Background: an optimization exercise with open tools, aiming at small area, a short achievable clock period and few clock cycles. Do not read the settings as production practice. Where RTL was checked, it was by simulation tests only, not by an equivalence proof against the original.

==> inputs of run X <==
==> flow/design.v (excerpt) <==
module bankers_safe_grant (
  input  logic                            clk_i,
  input  logic                            rst_ni,
  input  logic                            start,
  output logic                            busy,
  input  logic [68:0]                     in_i,
  output logic                            done_o,
  output logic [3:0]                      res_o,
  input  logic                            cfg_valid_i,
  output logic                            cfg_ready_o,
  input  logic [bsg_pkg::CFG_IDX_W-1:0]   cfg_index_i,
  input  logic [bsg_pkg::CFG_DATA_W-1:0]  cfg_data_i
);
  localparam int NP = bsg_pkg::PROCESSES;
  localparam int NR = bsg_pkg::RESOURCES;
  localparam int AW = bsg_pkg::AMOUNT_W;
  localparam int PW = bsg_pkg::PROC_W;
  logic        a_v_q;
  logic [68:0] a_q;
  logic            b_q;
  logic            rb_q;      
  logic [PW-1:0]   bp_q;
  logic [AW-1:0]   breq_q  [NR];
  logic [AW-1:0]   work_q  [NR];
  logic [NR-1:0]   ov_q;
  logic [NP-1:0]   fit_q;
  logic [NP-1:0]   fin_q;
  logic [NP-1:0]   np_q;
  logic [NR-1:0]   nr_q;
  logic [AW-1:0]   avail_q [NR];
  logic [AW-1:0]   alloc_q [NP][NR];
  logic [AW:0]     need_q  [NP][NR];
  logic            done_q;
  logic [3:0]      res_q;
  logic          issue;
  logic [1:0]    act;
  logic [PW-1:0] p;
  logic          is_req, ld_avail, ld_max, ld_alloc;
  logic [PW-1:0] row;
  logic [AW-1:0] amt     [NR];
  logic [AW:0]   need_w  [NR];
  ...
make LEC_CHECK=0 CAP_MARGIN=20 CORE_MARGIN=2 CORE_UTILIZATION=40 SLEW_MARGIN=20 finish   # period 11.0 ns
run.sh (not shown) runs the stock make flow with config.mk's settings and CLKGATE_MAP_FILE= SYNTH_SCRIPT=/design/flow/synth_recipe.tcl, a recipe that flattens the netlist after the stock synthesis.
==> inputs of run Y, as changes to run X <==
--- a/flow/design.v
+++ b/flow/design.v
@@ -18,34 +18,36 @@
   localparam logic [CFG_IDX_W-1:0] REG_PROCS = 2'd0;
   localparam logic [CFG_IDX_W-1:0] REG_RES   = 2'd1;
 endpackage
 module bsg_lane (
   input  logic [bsg_pkg::AMOUNT_W:0]   need_i,      
   input  logic [bsg_pkg::AMOUNT_W-1:0] alloc_i,     
   input  logic [bsg_pkg::AMOUNT_W-1:0] avail_i,
   input  logic [bsg_pkg::AMOUNT_W-1:0] amt_i,
+  input  logic [bsg_pkg::AMOUNT_W-1:0] req_amt_i,   
   input  logic                         rb_i,        
   input  logic                         round_i,     
   input  logic                         ld_max_i,
   input  logic                         ld_alloc_i,
   input  logic                         req_i,
   output logic [bsg_pkg::AMOUNT_W:0]   need_w_o,
   output logic [bsg_pkg::AMOUNT_W-1:0] alloc_w_o,
   output logic [bsg_pkg::AMOUNT_W-1:0] avail_w_o,
   output logic                         claim_o,     
   output logic                         short_o,     
   output logic                         fitp_o,      
   input  logic [bsg_pkg::PROCESSES*bsg_pkg::AMOUNT_W-1:0]     col_alloc_i,
   input  logic [bsg_pkg::PROCESSES*(bsg_pkg::AMOUNT_W+1)-1:0] col_need_i,
+  input  logic [bsg_pkg::PROCESSES-1:0] col_nv_i,    
   input  logic [bsg_pkg::PROCESSES-1:0] fit_q_i,
   input  logic [bsg_pkg::AMOUNT_W-1:0]  work_q_i,
   input  logic                          ov_q_i,
   input  logic                          en_i,
-  output logic [bsg_pkg::AMOUNT_W-1:0]  work_o,
+  output logic [bsg_pkg::AMOUNT_W-1:0]  work_o,      
   output logic                          ov_o,
   output logic [bsg_pkg::PROCESSES-1:0] cmp_o
 );
   localparam int AW = bsg_pkg::AMOUNT_W;
   localparam int NP = bsg_pkg::PROCESSES;
   localparam int SW = bsg_pkg::SUM_W;
   function automatic logic le(input logic [AW-1:0] a, input logic [AW-1:0] b);
     logic [AW-1:0] g, l;
@@ -55,47 +57,79 @@
       for (int k = 0; k < n / 2; k++) begin
         g[k] = g[2*k+1] | (!l[2*k+1] & g[2*k]);
         l[k] = l[2*k+1] | (!g[2*k+1] & l[2*k]);
       end
     end
     le = !g[0];
   endfunction
   logic          use_n, use_a, neg_a, neg_x;
-  logic [AW:0]   na, nb, nc;
+  logic [AW:0]   na, nb, nc, ns, nk;
   assign use_n = rb_i || !ld_max_i;
   assign use_a = !rb_i && (ld_max_i || ld_alloc_i);
   assign neg_a = !rb_i && ld_max_i;
   assign neg_x = !rb_i && !ld_max_i;
   assign na = use_n ? need_i : '0;
   assign nb = use_a ? ({1'b0, alloc_i} ^ {(AW+1){neg_a}}) : '0;
   assign nc = {1'b0, amt_i} ^ {(AW+1){neg_x}};
-  assign need_w_o = na + nb + nc + (AW+1)'(neg_a || neg_x);
+  assign ns = na ^ nb ^ nc;
+  assign nk = {(na[AW-1:0] & nb[AW-1:0]) | (na[AW-1:0] & nc[AW-1:0]) | (nb[AW-1:0] & nc[AW-1:0]),
+               neg_a || neg_x};
+  assign need_w_o = ns + nk;
   logic [AW-1:0] aa;
+  logic [AW:0]   at;
   assign aa = (rb_i || req_i) ? alloc_i : '0;
-  assign alloc_w_o = rb_i ? aa - amt_i : aa + amt_i;
-  logic [AW:0] vd;
-  assign vd = {1'b0, avail_i} - {1'b0, amt_i};
-  assign short_o = vd[AW];
-  assign avail_w_o = rb_i ? avail_i + amt_i : (req_i ? vd[AW-1:0] : amt_i);
-  assign claim_o = need_i[AW] || need_w_o[AW];
+  assign at = {aa, 1'b1} + {amt_i ^ {AW{rb_i}}, rb_i};
+  assign alloc_w_o = at[AW:1];
+  logic [AW-1:0] va;
+  logic [AW:0]   vt;
+  logic          sub_v;
+  assign sub_v = req_i && !rb_i;
+  assign va = (rb_i || req_i) ? avail_i : '0;
+  assign vt = {va, 1'b1} + {amt_i ^ {AW{sub_v}}, sub_v};
+  assign avail_w_o = vt[AW:1];
+  logic [AW-1:0] work0;
+  assign work0   = avail_i - req_amt_i;
+  assign claim_o = need_i[AW] || !le(req_amt_i, need_i[AW-1:0]);
+  assign short_o = !le(req_amt_i, avail_i);
   assign fitp_o  = need_i[AW] || le(need_i[AW-1:0], avail_i);
+  function automatic logic [2*SW-1:0] csa(input logic [SW-1:0] x, input logic [SW-1:0] y,
+                                          input logic [SW-1:0] z);
+    logic [SW-1:0] maj;
+    maj = (x & y) | (x & z) | (y & z);
+    csa = {x ^ y ^ z, maj[SW-2:0], 1'b0};
+  endfunction
+  logic [SW-1:0] op [NP+1];
+  logic [SW-1:0] l1 [6];
+  logic [SW-1:0] l2 [4];
+  logic [SW-1:0] l3 [2];
+  logic [SW-1:0] l4 [2];
   logic [SW-1:0] sum;
   always_comb begin
-    sum = SW'(work_q_i);
-    for (int i = 0; i < NP; i++) begin
-      sum = sum + SW'(col_alloc_i[i*AW +: AW] & {AW{fit_q_i[i]}});
-    end
+    op[0] = SW'(work_q_i);
+    for (int i = 0; i < NP; i++) op[i+1] = SW'(col_alloc_i[i*AW +: AW] & {AW{fit_q_i[i]}});
+    {l1[0], l1[1]} = csa(op[0], op[1], op[2]);
+    {l1[2], l1[3]} = csa(op[3], op[4], op[5]);
+    {l1[4], l1[5]} = csa(op[6], op[7], op[8]);
+    {l2[0], l2[1]} = csa(l1[0], l1[1], l1[2]);
+    {l2[2], l2[3]} = csa(l1[3], l1[4], l1[5]);
+    {l3[0], l3[1]} = csa(l2[0], l2[1], l2[2]);
+    {l4[0], l4[1]} = csa(l3[0], l3[1], l2[3]);
   end
-  assign work_o = round_i ? sum[AW-1:0] : vd[AW-1:0];
+  assign sum = l4[0] + l4[1];
+  assign work_o = round_i ? sum[AW-1:0] : work0;
   assign ov_o   = round_i && (ov_q_i || (sum[SW-1:AW] != '0));
+  logic [AW-1:0] tgt;
+  logic          tov;
+  assign tgt = round_i ? work_q_i : work0;
+  assign tov = round_i && ov_q_i;
   for (genvar i = 0; i < NP; i++) begin : g_cmp
     logic [AW:0] nd;
     assign nd = col_need_i[i*(AW+1) +: AW+1];
-    assign cmp_o[i] = !en_i || ov_o || nd[AW] || le(nd[AW-1:0], work_o);
+    assign cmp_o[i] = !en_i || tov || !col_nv_i[i] || nd[AW] || le(nd[AW-1:0], tgt);
   end
 endmodule
 module bsg_merge (
   input  logic [bsg_pkg::RESOURCES-1:0] claim_i,
   input  logic [bsg_pkg::RESOURCES-1:0] short_i,
   input  logic [bsg_pkg::RESOURCES-1:0] en_i,
   output logic [2:0]                    fail_o
 );
@@ -124,36 +158,44 @@
   input  logic [bsg_pkg::CFG_DATA_W-1:0]  cfg_data_i
 );
   localparam int NP = bsg_pkg::PROCESSES;
   localparam int NR = bsg_pkg::RESOURCES;
   localparam int AW = bsg_pkg::AMOUNT_W;
   localparam int PW = bsg_pkg::PROC_W;
   logic        a_v_q;
   logic [68:0] a_q;
+  logic [NP-1:0] asel_q;    
   logic            b_q;
   logic            rb_q;      
-  logic [PW-1:0]   bp_q;
+  logic [NP-1:0]   bsel_q;    
   logic [AW-1:0]   breq_q  [NR];
   logic [AW-1:0]   work_q  [NR];
   logic [NR-1:0]   ov_q;
   logic [NP-1:0]   fit_q;
   logic [NP-1:0]   fin_q;
   logic [NP-1:0]   np_q;
   logic [NR-1:0]   nr_q;
   logic [AW-1:0]   avail_q [NR];
   logic [AW-1:0]   alloc_q [NP][NR];
   logic [AW:0]     need_q  [NP][NR];
+  logic [NR-1:0]   vv_q;
+  logic [NR-1:0]   va_q    [NP];
+  logic [NR-1:0]   vn_q    [NP];
+  logic [AW-1:0]   avail_rd [NR];
   logic            done_q;
   logic [3:0]      res_q;
   logic          issue;
   logic [1:0]    act;
   logic [PW-1:0] p;
   logic          is_req, ld_avail, ld_max, ld_alloc;
-  logic [PW-1:0] row;
+  logic [NP-1:0] row_q;     
+  logic [NP-1:0] asel_n, bsel_n;
+  logic [AW:0]   need_row  [NR];
+  logic [AW-1:0] alloc_row [NR];
   logic [AW-1:0] amt     [NR];
   logic [AW:0]   need_w  [NR];
   logic [AW-1:0] alloc_w [NR];
   logic [AW-1:0] avail_w [NR];
   logic [NR-1:0] claim, short, fitp;
   logic [AW-1:0] work    [NR];
   logic [NR-1:0] ov;
   logic [NP-1:0] cmp     [NR];
@@ -166,43 +208,59 @@
   assign done_o      = done_q;
   assign res_o       = res_q;
   assign act      = a_q[68:67];
   assign p        = a_q[66:64];
   assign is_req   = act == bsg_pkg::ACT_REQUEST;
   assign ld_avail = act == bsg_pkg::ACT_LOAD_AVAIL;
   assign ld_max   = act == bsg_pkg::ACT_LOAD_MAX;
   assign ld_alloc = act == bsg_pkg::ACT_LOAD_ALLOC;
-  assign row      = rb_q ? bp_q : p;
+  always_comb begin
+    for (int i = 0; i < NP; i++) asel_n[i] = busy ? asel_q[i] : in_i[66:64] == PW'(i);
+  end
+  assign bsel_n   = issue ? asel_q : bsel_q;
   for (genvar r = 0; r < NR; r++) begin : g_lane
     logic [NP*AW-1:0]     col_alloc;
     logic [NP*(AW+1)-1:0] col_need;
+    logic [NP-1:0]        col_nv;
     for (genvar i = 0; i < NP; i++) begin : g_col
-      assign col_alloc[i*AW +: AW]         = alloc_q[i][r];
+      assign col_alloc[i*AW +: AW]         = alloc_q[i][r] & {AW{va_q[i][r]}};
       assign col_need[i*(AW+1) +: AW+1]    = need_q[i][r];
+      assign col_nv[i]                     = vn_q[i][r];
+    end
+    always_comb begin
+      need_row[r]  = '0;
+      alloc_row[r] = '0;
+      for (int i = 0; i < NP; i++) begin
+        need_row[r]  = need_row[r]  | (need_q[i][r]  & {(AW+1){row_q[i] && vn_q[i][r]}});
+        alloc_row[r] = alloc_row[r] | (alloc_q[i][r] & {AW{row_q[i] && va_q[i][r]}});
+      end
     end
+    assign avail_rd[r] = avail_q[r] & {AW{vv_q[r]}};
     assign amt[r] = rb_q ? breq_q[r] : a_q[63-16*r -: 16];
     bsg_lane u_lane (
-      .need_i      (need_q[row][r]),
-      .alloc_i     (alloc_q[row][r]),
-      .avail_i     (avail_q[r]),
+      .need_i      (need_row[r]),
+      .alloc_i     (alloc_row[r]),
+      .avail_i     (avail_rd[r]),
       .amt_i       (amt[r]),
+      .req_amt_i   (a_q[63-16*r -: 16]),
       .rb_i        (rb_q),
       .round_i     (b_q),
       .ld_max_i    (ld_max),
       .ld_alloc_i  (ld_alloc),
       .req_i       (is_req),
       .need_w_o    (need_w[r]),
       .alloc_w_o   (alloc_w[r]),
       .avail_w_o   (avail_w[r]),
       .claim_o     (claim[r]),
       .short_o     (short[r]),
       .fitp_o      (fitp[r]),
       .col_alloc_i (col_alloc),
       .col_need_i  (col_need),
+      .col_nv_i    (col_nv),
       .fit_q_i     (fit_q),
       .work_q_i    (work_q[r]),
       .ov_q_i      (ov_q[r]),
       .en_i        (nr_q[r]),
       .work_o      (work[r]),
       .ov_o        (ov[r]),
       .cmp_o       (cmp[r])
     );
@@ -210,41 +268,39 @@
   bsg_merge u_merge (
     .claim_i (claim),
     .short_i (short),
     .en_i    (nr_q),
     .fail_o  (fail)
   );
   always_comb begin
     for (int i = 0; i < NP; i++) begin
-      if (!b_q && PW'(i) == p) fit[i] = np_q[i] && &(fitp | ~nr_q);
+      if (!b_q && asel_q[i]) fit[i] = np_q[i] && &(fitp | ~nr_q);
       else fit[i] = (b_q ? !fin_q[i] : np_q[i]) && cmp[0][i] && cmp[1][i] && cmp[2][i] && cmp[3][i];
     end
   end
   assign fin_base  = b_q ? fin_q : ~np_q;
   assign all_fin   = &(fin_base | fit);
-  assign none_fit  = fit == '0;
-  assign p_ok      = np_q[p];
+  assign none_fit  = fit == '0 && !(b_q && fit_q != '0);
+  assign p_ok      = |(np_q & asel_q);
   assign pass      = issue && is_req && p_ok && fail == bsg_pkg::ST_GRANTED;
   assign wr_req    = pass || rb_q;
   always_ff @(posedge clk_i or negedge rst_ni) begin
     if (!rst_ni) begin
       a_v_q  <= 1'b0;
       b_q    <= 1'b0;
       rb_q   <= 1'b0;
       done_q <= 1'b0;
       res_q  <= '0;
       np_q   <= '1;
       nr_q   <= '1;
-      for (int r = 0; r < NR; r++) begin
-        avail_q[r] <= '0;
-        for (int i = 0; i < NP; i++) begin
-          alloc_q[i][r] <= '0;
-          need_q[i][r]  <= '0;
-        end
+      vv_q   <= '0;
+      for (int i = 0; i < NP; i++) begin
+        va_q[i] <= '0;
+        vn_q[i] <= '0;
       end
     end else begin
       if (!busy) a_v_q <= start;
       if (cfg_valid_i) begin
         if (cfg_index_i == bsg_pkg::REG_PROCS) begin
           for (int i = 0; i < NP; i++) np_q[i] <= 4'(i) < cfg_data_i;
         end else if (cfg_index_i == bsg_pkg::REG_RES) begin
           for (int r = 0; r < NR; r++) nr_q[r] <= 3'(r) < cfg_data_i[2:0];
@@ -278,32 +334,46 @@
           res_q  <= {1'b0, bsg_pkg::ST_UNSAFE};
         end
       end
       if (issue) b_q <= pass && !all_fin && !none_fit;
       else if (b_q) b_q <= !all_fin && !none_fit;
       rb_q <= (pass || b_q) && !all_fin && none_fit;
       for (int r = 0; r < NR; r++) begin
         if ((issue && ld_avail) || (wr_req && nr_q[r]))
-          avail_q[r] <= avail_w[r];
+          vv_q[r] <= 1'b1;
         for (int i = 0; i < NP; i++) begin
-          if (row == PW'(i)) begin
+          if (row_q[i]) begin
             if ((issue && ld_alloc) || (wr_req && nr_q[r]))
-              alloc_q[i][r] <= alloc_w[r];
+              va_q[i][r] <= 1'b1;
             if ((issue && (ld_max || ld_alloc)) || (wr_req && nr_q[r]))
-              need_q[i][r] <= need_w[r];
+              vn_q[i][r] <= 1'b1;
           end
         end
       end
     end
   end
   always_ff @(posedge clk_i) begin
+    for (int r = 0; r < NR; r++) begin
+      if ((issue && ld_avail) || (wr_req && nr_q[r]))
+        avail_q[r] <= avail_w[r];
+      for (int i = 0; i < NP; i++) begin
+        if (row_q[i]) begin
+          if ((issue && ld_alloc) || (wr_req && nr_q[r]))
+            alloc_q[i][r] <= alloc_w[r];
+          if ((issue && (ld_max || ld_alloc)) || (wr_req && nr_q[r]))
+            need_q[i][r] <= need_w[r];
+        end
+      end
+    end
     if (!busy) a_q <= in_i;
+    asel_q <= asel_n;
+    bsel_q <= bsel_n;
+    row_q  <= ((pass || b_q) && !all_fin && none_fit) ? bsel_n : asel_n;
     if (issue) begin
-      bp_q <= p;
       for (int r = 0; r < NR; r++) breq_q[r] <= a_q[63-16*r -: 16];
     end
     if (issue || b_q) begin
       fit_q <= fit;
       fin_q <= fin_base | fit;
       for (int r = 0; r < NR; r++) begin
         work_q[r] <= work[r];
         ov_q[r]   <= ov[r];
SETUP_SLACK_MARGIN = 5   (was not set)
TNS_END_PERCENT = 5   (was not set)
==> inputs of run A, as changes to run X <==
--- a/flow/design.v
+++ b/flow/design.v
@@ -35,17 +35,17 @@
   output logic                         short_o,     
   output logic                         fitp_o,      
   input  logic [bsg_pkg::PROCESSES*bsg_pkg::AMOUNT_W-1:0]     col_alloc_i,
   input  logic [bsg_pkg::PROCESSES*(bsg_pkg::AMOUNT_W+1)-1:0] col_need_i,
   input  logic [bsg_pkg::PROCESSES-1:0] fit_q_i,
   input  logic [bsg_pkg::AMOUNT_W-1:0]  work_q_i,
   input  logic                          ov_q_i,
   input  logic                          en_i,
-  output logic [bsg_pkg::AMOUNT_W-1:0]  work_o,
+  output logic [bsg_pkg::AMOUNT_W-1:0]  work_o,      
   output logic                          ov_o,
   output logic [bsg_pkg::PROCESSES-1:0] cmp_o
 );
   localparam int AW = bsg_pkg::AMOUNT_W;
   localparam int NP = bsg_pkg::PROCESSES;
   localparam int SW = bsg_pkg::SUM_W;
   function automatic logic le(input logic [AW-1:0] a, input logic [AW-1:0] b);
     logic [AW-1:0] g, l;
@@ -66,36 +66,44 @@
   assign neg_a = !rb_i && ld_max_i;
   assign neg_x = !rb_i && !ld_max_i;
   assign na = use_n ? need_i : '0;
   assign nb = use_a ? ({1'b0, alloc_i} ^ {(AW+1){neg_a}}) : '0;
   assign nc = {1'b0, amt_i} ^ {(AW+1){neg_x}};
   assign need_w_o = na + nb + nc + (AW+1)'(neg_a || neg_x);
   logic [AW-1:0] aa;
   assign aa = (rb_i || req_i) ? alloc_i : '0;
-  assign alloc_w_o = rb_i ? aa - amt_i : aa + amt_i;
+  assign alloc_w_o = aa + (amt_i ^ {AW{rb_i}}) + AW'(rb_i);
   logic [AW:0] vd;
-  assign vd = {1'b0, avail_i} - {1'b0, amt_i};
-  assign short_o = vd[AW];
-  assign avail_w_o = rb_i ? avail_i + amt_i : (req_i ? vd[AW-1:0] : amt_i);
-  assign claim_o = need_i[AW] || need_w_o[AW];
+  logic [AW-1:0] va;
+  logic          sub_v;
+  assign sub_v = req_i && !rb_i;
+  assign va = (rb_i || req_i) ? avail_i : '0;
+  assign vd = {1'b0, va} + ({1'b0, amt_i} ^ {(AW+1){sub_v}}) + (AW+1)'(sub_v);
+  assign avail_w_o = vd[AW-1:0];
+  assign claim_o = need_i[AW] || !le(amt_i, need_i[AW-1:0]);
+  assign short_o = !le(amt_i, avail_i);
   assign fitp_o  = need_i[AW] || le(need_i[AW-1:0], avail_i);
   logic [SW-1:0] sum;
   always_comb begin
     sum = SW'(work_q_i);
     for (int i = 0; i < NP; i++) begin
       sum = sum + SW'(col_alloc_i[i*AW +: AW] & {AW{fit_q_i[i]}});
     end
   end
   assign work_o = round_i ? sum[AW-1:0] : vd[AW-1:0];
   assign ov_o   = round_i && (ov_q_i || (sum[SW-1:AW] != '0));
+  logic [AW-1:0] tgt;
+  logic          tov;
+  assign tgt = round_i ? work_q_i : vd[AW-1:0];
+  assign tov = round_i && ov_q_i;
   for (genvar i = 0; i < NP; i++) begin : g_cmp
     logic [AW:0] nd;
     assign nd = col_need_i[i*(AW+1) +: AW+1];
-    assign cmp_o[i] = !en_i || ov_o || nd[AW] || le(nd[AW-1:0], work_o);
+    assign cmp_o[i] = !en_i || tov || nd[AW] || le(nd[AW-1:0], tgt);
   end
 endmodule
 module bsg_merge (
   input  logic [bsg_pkg::RESOURCES-1:0] claim_i,
   input  logic [bsg_pkg::RESOURCES-1:0] short_i,
   input  logic [bsg_pkg::RESOURCES-1:0] en_i,
   output logic [2:0]                    fail_o
 );
@@ -124,36 +132,39 @@
   input  logic [bsg_pkg::CFG_DATA_W-1:0]  cfg_data_i
 );
   localparam int NP = bsg_pkg::PROCESSES;
   localparam int NR = bsg_pkg::RESOURCES;
   localparam int AW = bsg_pkg::AMOUNT_W;
   localparam int PW = bsg_pkg::PROC_W;
   logic        a_v_q;
   logic [68:0] a_q;
+  logic [NP-1:0] asel_q;    
   logic            b_q;
   logic            rb_q;      
-  logic [PW-1:0]   bp_q;
+  logic [NP-1:0]   bsel_q;    
   logic [AW-1:0]   breq_q  [NR];
   logic [AW-1:0]   work_q  [NR];
   logic [NR-1:0]   ov_q;
   logic [NP-1:0]   fit_q;
   logic [NP-1:0]   fin_q;
   logic [NP-1:0]   np_q;
   logic [NR-1:0]   nr_q;
   logic [AW-1:0]   avail_q [NR];
   logic [AW-1:0]   alloc_q [NP][NR];
   logic [AW:0]     need_q  [NP][NR];
   logic            done_q;
   logic [3:0]      res_q;
   logic          issue;
   logic [1:0]    act;
   logic [PW-1:0] p;
   logic          is_req, ld_avail, ld_max, ld_alloc;
-  logic [PW-1:0] row;
+  logic [NP-1:0] row;       
+  logic [AW:0]   need_row  [NR];
+  logic [AW-1:0] alloc_row [NR];
   logic [AW-1:0] amt     [NR];
   logic [AW:0]   need_w  [NR];
   logic [AW-1:0] alloc_w [NR];
   logic [AW-1:0] avail_w [NR];
   logic [NR-1:0] claim, short, fitp;
   logic [AW-1:0] work    [NR];
   logic [NR-1:0] ov;
   logic [NP-1:0] cmp     [NR];
@@ -166,28 +177,36 @@
   assign done_o      = done_q;
   assign res_o       = res_q;
   assign act      = a_q[68:67];
   assign p        = a_q[66:64];
   assign is_req   = act == bsg_pkg::ACT_REQUEST;
   assign ld_avail = act == bsg_pkg::ACT_LOAD_AVAIL;
   assign ld_max   = act == bsg_pkg::ACT_LOAD_MAX;
   assign ld_alloc = act == bsg_pkg::ACT_LOAD_ALLOC;
-  assign row      = rb_q ? bp_q : p;
+  assign row      = rb_q ? bsel_q : asel_q;
   for (genvar r = 0; r < NR; r++) begin : g_lane
     logic [NP*AW-1:0]     col_alloc;
     logic [NP*(AW+1)-1:0] col_need;
     for (genvar i = 0; i < NP; i++) begin : g_col
       assign col_alloc[i*AW +: AW]         = alloc_q[i][r];
       assign col_need[i*(AW+1) +: AW+1]    = need_q[i][r];
     end
+    always_comb begin
+      need_row[r]  = '0;
+      alloc_row[r] = '0;
+      for (int i = 0; i < NP; i++) begin
+        need_row[r]  = need_row[r]  | (need_q[i][r]  & {(AW+1){row[i]}});
+        alloc_row[r] = alloc_row[r] | (alloc_q[i][r] & {AW{row[i]}});
+      end
+    end
     assign amt[r] = rb_q ? breq_q[r] : a_q[63-16*r -: 16];
     bsg_lane u_lane (
-      .need_i      (need_q[row][r]),
-      .alloc_i     (alloc_q[row][r]),
+      .need_i      (need_row[r]),
+      .alloc_i     (alloc_row[r]),
       .avail_i     (avail_q[r]),
       .amt_i       (amt[r]),
       .rb_i        (rb_q),
       .round_i     (b_q),
       .ld_max_i    (ld_max),
       .ld_alloc_i  (ld_alloc),
       .req_i       (is_req),
       .need_w_o    (need_w[r]),
@@ -210,24 +229,24 @@
   bsg_merge u_merge (
     .claim_i (claim),
     .short_i (short),
     .en_i    (nr_q),
     .fail_o  (fail)
   );
   always_comb begin
     for (int i = 0; i < NP; i++) begin
-      if (!b_q && PW'(i) == p) fit[i] = np_q[i] && &(fitp | ~nr_q);
+      if (!b_q && asel_q[i]) fit[i] = np_q[i] && &(fitp | ~nr_q);
       else fit[i] = (b_q ? !fin_q[i] : np_q[i]) && cmp[0][i] && cmp[1][i] && cmp[2][i] && cmp[3][i];
     end
   end
   assign fin_base  = b_q ? fin_q : ~np_q;
   assign all_fin   = &(fin_base | fit);
-  assign none_fit  = fit == '0;
-  assign p_ok      = np_q[p];
+  assign none_fit  = fit == '0 && !(b_q && fit_q != '0);
+  assign p_ok      = |(np_q & asel_q);
   assign pass      = issue && is_req && p_ok && fail == bsg_pkg::ST_GRANTED;
   assign wr_req    = pass || rb_q;
   always_ff @(posedge clk_i or negedge rst_ni) begin
     if (!rst_ni) begin
       a_v_q  <= 1'b0;
       b_q    <= 1'b0;
       rb_q   <= 1'b0;
       done_q <= 1'b0;
@@ -280,30 +299,33 @@
       end
       if (issue) b_q <= pass && !all_fin && !none_fit;
       else if (b_q) b_q <= !all_fin && !none_fit;
       rb_q <= (pass || b_q) && !all_fin && none_fit;
       for (int r = 0; r < NR; r++) begin
         if ((issue && ld_avail) || (wr_req && nr_q[r]))
           avail_q[r] <= avail_w[r];
         for (int i = 0; i < NP; i++) begin
-          if (row == PW'(i)) begin
+          if (row[i]) begin
             if ((issue && ld_alloc) || (wr_req && nr_q[r]))
               alloc_q[i][r] <= alloc_w[r];
             if ((issue && (ld_max || ld_alloc)) || (wr_req && nr_q[r]))
               need_q[i][r] <= need_w[r];
           end
         end
       end
     end
   end
   always_ff @(posedge clk_i) begin
-    if (!busy) a_q <= in_i;
+    if (!busy) begin
+      a_q <= in_i;
+      for (int i = 0; i < NP; i++) asel_q[i] <= in_i[66:64] == PW'(i);
+    end
     if (issue) begin
-      bp_q <= p;
+      bsel_q <= asel_q;
       for (int r = 0; r < NR; r++) breq_q[r] <= a_q[63-16*r -: 16];
     end
     if (issue || b_q) begin
       fit_q <= fit;
       fin_q <= fin_base | fit;
       for (int r = 0; r < NR; r++) begin
         work_q[r] <= work[r];
         ov_q[r]   <= ov[r];
SETUP_SLACK_MARGIN = 4   (was not set)
TNS_END_PERCENT = 5   (was not set)
==> qor summary <==
                                                                        run A       run Y           run X
Most instantiated library cell after synthesis                        dfrtp_1    edfxtp_1         dfrtp_1
Xor/xnor share of the synthesized area                                  2.59%       3.51%           2.56%
Hold path startpoint                                          alloc_q[23][11]   bsel_q[3]  alloc_q[27][0]
Maximum number of pins on one net before global-route repair              169         117             137
Max incr delay on CP                                                  0.79 ns     0.54 ns         1.17 ns
Met2 layer usage reported by global route                               40.8%       46.6%           50.8%
Average wire per standard cell                                        30.0 um     30.2 um         30.9 um
Synthesized area per cell                                            9.97 um2    10.1 um2        9.62 um2
Initial detailed-routing violation count                               11,900      10,900          10,900
Run status                                           timing/DRC/antenna clean  timing/DRC/antenna clean  timing/DRC/antenna clean
Worst slew margin relative to its limit                                 16.0%       18.7%           12.1%
Worst slack at placement                                              3.04 ns     3.43 ns         1.05 ns
Mux share of post-synthesis cell area                                   13.1%      0.409%           12.7%
Path depth of the worst reg2reg path                                       21          30              28
Testbench counts of run Y, summed over its fixed seeds: cycles 12,508.
Testbench counts of run A, summed over its fixed seeds: cycles 12,508.
No functional check of the RTL was part of run X.

-- port drivers added, routing unchanged --
The flow's constraints put no driver on any port. The routed layouts listed below were extracted and timed again, unchanged, in two steps. Step 1 assumes that a clkbuf_16 drives the clock port and a buf_2 every other input. Step 2 moves the port delays by t, midway between the first and last clock arrival at a register: inputs arrive t later, outputs are due t later. That takes back most of the time a late clock gives input paths. a / b / c = no drivers / after step 1 / after step 2; a / b = the first two.
run | shift t [ns] | slack for setup (ns) | hold WS [ns] | worst slew at a driven data input, ns
run X | 0.968 | 0.739 / 0.739 / 0.739 | 0.508 / 0.508 / 0.508 | 0.23
run Y | 0.930 | 4.747 / 4.747 / 4.747 | 0.453 / 0.453 / 0.453 | 0.19
run A | 0.957 | 3.823 / 3.823 / 3.823 | 0.512 / 0.512 / 0.512 | 0.12
After both steps setup and hold are still met in every run listed.
